This design comes from an exercise in tuning for small area, a short achievable clock period and few clock cycles per item on the open sky130 flow, not from production work.
Where RTL was checked, it was by simulation tests only, not by an equivalence proof against the original.
Power is estimated from default activity; no workload was simulated.

==> exp/juniper: inputs <==
==> flow/design.v (excerpt) <==
module break_reminder_timer (
  input  logic                            clk,
  input  logic                            rst_n,
  input  logic                            in_tvalid,
  output logic                            in_tready,
  input  logic [brt_pkg::IN_TDATA_W-1:0]  in_tdata,
  input  logic [2:0]                      in_tuser,
  output logic                            out_tvalid,
  input  logic                            out_tready,
  output logic [brt_pkg::OUT_TDATA_W-1:0] out_tdata,
  input  logic                            cfg_valid,
  output logic                            cfg_ready,
  input  logic [brt_pkg::CFG_IDX_W-1:0]   cfg_index,
  input  logic [brt_pkg::CFG_DATA_W-1:0]  cfg_data
);
==> module break_reminder_timer, before the edit <==
module break_reminder_timer (
  input  logic                            clk,
  input  logic                            rst_n,
  input  logic                            in_tvalid,
  output logic                            in_tready,
  input  logic [brt_pkg::IN_TDATA_W-1:0]  in_tdata,
  input  logic [2:0]                      in_tuser,
  output logic                            out_tvalid,
  input  logic                            out_tready,
  output logic [brt_pkg::OUT_TDATA_W-1:0] out_tdata,
  input  logic                            cfg_valid,
  output logic                            cfg_ready,
  input  logic [brt_pkg::CFG_IDX_W-1:0]   cfg_index,
  input  logic [brt_pkg::CFG_DATA_W-1:0]  cfg_data
);
  logic [13:0] ivl15;
  logic [15:0] break_secs;
  logic [15:0] n_warn;
  logic [11:0] n_idle15;
  logic [7:0]  n_hold;
  logic [11:0] grace15;
  logic [8:0]  mode_bits;
  logic [21:0] n_window;
  logic        s1_vld;
  logic [2:0]  s1_req;
  logic        s1_idle;
  logic        s1_run;
  logic [3:0]  s1_busy;
  logic        out_vld;
  logic [1:0]  phase;
  logic [15:0] cd;
  logic [7:0]  hm;
  logic [5:0]  hs;
  logic [3:0]  reason;
  logic        paused;
  logic [2:0]  ev;
  logic [1:0]  n_phase;
  logic [15:0] n_cd;
  logic        n_hclr;
  logic        n_hinc;
  logic        hold_over;
  logic [3:0]  n_reason;
  logic        n_paused;
  logic [2:0]  n_ev;
  logic        adv;
  logic        take;
  assign cfg_ready = 1'b1;
  brt_cfg_regs u_cfg (
    .clk          (clk),
    .rst_n        (rst_n),
    .wr_en        (cfg_valid),
    .wr_index     (cfg_index),
    .wr_data      (cfg_data),
    .ivl15        (ivl15),
    .break_secs   (break_secs),
    .n_warn       (n_warn),
    .n_idle15     (n_idle15),
    .n_hold       (n_hold),
    .grace15      (grace15),
    .mode_bits    (mode_bits),
    .n_window     (n_window)
  );
  logic [15:0] idle_secs;
  logic [2:0]  dow;
  logic [10:0] minute;
  logic [6:0]  day_mask;
  logic        day_on;
  logic [10:0] n_from;
  logic [10:0] n_to;
  logic        ge_from;
  logic        lt_to;
  logic        win_hit;
  logic        idle_hit;
  logic        in_hours;
  assign idle_secs = in_tdata[15:0];
  assign dow       = in_tdata[22:20];
  assign minute    = in_tdata[33:23];
  assign idle_hit  = (n_idle15 != 12'hFFF)
                   && brt_pkg::carry16({2'b00, idle_secs[15:2]}, {4'hF, n_idle15}, 1'b1);
  assign day_mask  = mode_bits[8:2];
  always_comb begin
    case (dow)
      3'd1: day_on = day_mask[0];
      3'd2: day_on = day_mask[1];
      3'd3: day_on = day_mask[2];
      3'd4: day_on = day_mask[3];
      3'd5: day_on = day_mask[4];
      3'd6: day_on = day_mask[5];
      default: day_on = day_mask[6];
    endcase
  end
  assign n_from    = n_window[10:0];
  assign n_to      = n_window[21:11];
  assign ge_from   = brt_pkg::carry16({5'd0, minute}, {5'h1F, n_from}, 1'b1);
  assign lt_to     = !brt_pkg::carry16({5'd0, minute}, {5'h1F, n_to}, 1'b1);
  assign win_hit   = brt_pkg::carry16({5'd0, ~n_to}, {5'h1F, n_from}, 1'b1)
                   ? (ge_from && lt_to) : (ge_from || lt_to);
  assign in_hours  = !mode_bits[1] || (day_on && win_hit);
  assign adv       = s1_vld && (!out_vld || out_tready);
  assign in_tready = !s1_vld || adv;
  assign take      = in_tready && in_tvalid;
  always_ff @(posedge clk) begin
    if (!rst_n) begin
      s1_vld <= 1'b0;
    end else if (in_tready) begin
      s1_vld <= in_tvalid;
    end
  end
  always_ff @(posedge clk) begin
    if (take) begin
      s1_req  <= in_tuser;
      s1_idle <= idle_hit;
      s1_run  <= !idle_hit && in_hours;
      s1_busy <= in_tdata[19:16];
    end
  end
  brt_step u_step (
    .go           (adv),
    .rst          (!rst_n),
    .ivl15        (ivl15),
    .break_secs   (break_secs),
    .n_warn       (n_warn),
    .grace15      (grace15),
    .smart        (mode_bits[0]),
    .req          (s1_req),
    .t_idle       (s1_idle),
    .t_run        (s1_run),
    .busy         (s1_busy),
    .phase        (phase),
    .cd           (cd),
    .hold_over    (hold_over),
    .reason       (reason),
    .paused       (paused),
    .n_phase      (n_phase),
    .n_cd         (n_cd),
    .n_hclr       (n_hclr),
    .n_hinc       (n_hinc),
    .n_reason     (n_reason),
    .n_paused     (n_paused),
    .n_ev         (n_ev)
  );
  always_ff @(posedge clk) begin
    if (!rst_n)          out_vld <= 1'b0;
    else if (adv)        out_vld <= 1'b1;
    else if (out_tready) out_vld <= 1'b0;
  end
  always_ff @(posedge clk) begin
    phase   <= n_phase;
    cd      <= n_cd;
    reason  <= n_reason;
    paused  <= n_paused;
  end
  logic [7:0] hm_inc;
  logic [5:0] hs_inc;
  logic       h_clr;
  logic       h_inc;
  logic       h_keep;
  assign hm_inc = hm + {7'd0, hs == 6'd59};
  assign hs_inc = (hs == 6'd59) ? 6'd0 : hs + 6'd1;
  assign h_clr  = adv && n_hclr;
  assign h_inc  = adv && n_hinc;
  assign h_keep = !(h_clr || h_inc);
  always_ff @(posedge clk) begin
    if (adv) ev <= n_ev;
    hm <= ({8{h_inc}} & hm_inc) | ({8{h_keep}} & hm);
    hs <= ({6{h_inc}} & hs_inc) | ({6{h_keep}} & hs);
  end
  assign hold_over = brt_pkg::carry16({8'd0, hm_inc}, {8'hFF, n_hold}, 1'b1);
  assign out_tvalid = out_vld;
  assign out_tdata  = {6'd0, ev, reason, paused, cd, phase};
endmodule
==> flow/config.mk <==
export PLATFORM = sky130hd
export DESIGN_NAME = break_reminder_timer
export DESIGN_NICKNAME = break_reminder_timer
export VERILOG_FILES = /design/flow/design.v
export SDC_FILE = /design/flow/constraint.sdc
export NUM_CORES = 4
export LEC_CHECK = 0
export ABC_AREA = 1
export CAP_MARGIN = 20
export CORE_MARGIN = 2
export CORE_UTILIZATION = 65
export SETUP_SLACK_MARGIN = 3.5
export SLEW_MARGIN = 20
==> flow/constraint.sdc <==
create_clock -name core_clock -period 6.5 [get_ports {clk}]
set_input_delay 1.3000 -clock core_clock [delete_from_list [all_inputs] [get_ports {clk}]]
set_output_delay 1.3000 -clock core_clock [all_outputs]
set_load 0.01 [all_outputs]
standard.sh (not shown) runs the stock make flow with config.mk's settings and CLKGATE_MAP_FILE= SYNTH_SCRIPT=/design/flow/synth_recipe.tcl, a recipe that flattens the netlist after the stock synthesis.
==> flow/flow/run.sh <==
#!/bin/bash
# Layout flow: the standard flow (standard synthesis and ORFS layout),
# with two changes: the port buffers that buffer_ports inserts are plain buf_1
# cells instead of the tool's default pick (a slow delay buffer), and clock
# tree synthesis inserts no dummy loads.
# ORFS writes each step's log under orfs/logs; make's own output is kept in
# standard.log here.
set -euo pipefail
cd "$(dirname "$0")/.."
export BUFFER_PORTS_ARGS="-buffer_cell sky130_fd_sc_hd__buf_1"
export CTS_ARGS="-sink_clustering_enable -repair_clock_nets -buf_list {sky130_fd_sc_hd__clkbuf_4 sky130_fd_sc_hd__clkbuf_8} -dont_use_dummy_load"
bash standard.sh > standard.log 2>&1
==> exp/harbor (differences from exp/juniper) <==
--- a/flow/design.v
+++ b/flow/design.v
@@ -367,7 +367,11 @@
     hm <= ({8{h_inc}} & hm_inc) | ({8{h_keep}} & hm);
     hs <= ({6{h_inc}} & hs_inc) | ({6{h_keep}} & hs);
   end
-  assign hold_over = brt_pkg::carry16({8'd0, hm_inc}, {8'hFF, n_hold}, 1'b1);
+  logic ge0;
+  logic ge1;
+  assign ge0 = brt_pkg::carry16({8'd0, hm}, {8'hFF, n_hold}, 1'b1);
+  assign ge1 = brt_pkg::carry16({7'd0, {1'b0, hm} + 9'd1}, {8'hFF, n_hold}, 1'b1);
+  assign hold_over = (hs == 6'd59) ? ge1 : ge0;
   assign out_tvalid = out_vld;
   assign out_tdata  = {6'd0, ev, reason, paused, cd, phase};
 endmodule
CAP_MARGIN = 5   (was 20)
SETUP_SLACK_MARGIN = 3.55   (was 3.5)
SLEW_MARGIN = 5   (was 20)
==> comparison <==
exp/harbor finished clean. exp/juniper completed without violations. Of exp/juniper and exp/harbor, exp/juniper has the higher combinational power (gap about 2%, measured against exp/harbor). Utilization: exp/juniper is higher than exp/harbor (4.4 points). Between exp/juniper and exp/harbor, the lower cell count is in exp/juniper (gap 2.7%, measured against exp/harbor). Between exp/juniper and exp/harbor, the lower non-clock buffer count is in exp/harbor (gap 13). Via count: exp/juniper is smaller than exp/harbor (0.27%).
Testbench counts of exp/harbor, summed over its fixed seeds: cycles 48,096, items 48,000.
For exp/juniper, only the layout was checked, not whether the RTL still works.

## afterwards: timing with drivers on the ports
In the flow no input, the clock included, has a driving cell. The finished layouts below were timed again as built, in two steps.
Step 1 sets driving cells, clkbuf_16 on the clock port and buf_2 on the other inputs (assumed; they add their load-dependent delay and slew).
Step 2 moves the port delays by t, midway between the first and last clock arrival at a register: inputs arrive t later, outputs are due t later. That takes back most of the time a late clock gives input paths.
Slacks: ideal / step 1 / step 2; pairs: ideal / step 1.
run	shift t [ns]	setup slack, ns	hold slack, ns	worst slew at a driven data input, ns
exp/juniper	0.484	3.540 / 3.520 / 3.171	0.461 / 0.461 / 0.461	0.04
exp/harbor	0.487	3.566 / 3.547 / 3.221	0.463 / 0.463 / 0.463	0.04
After both steps every run listed still meets setup and hold. The setup slack of exp/juniper, which loses most, moves by -0.020 ns with the drivers and by -0.369 ns with both steps.
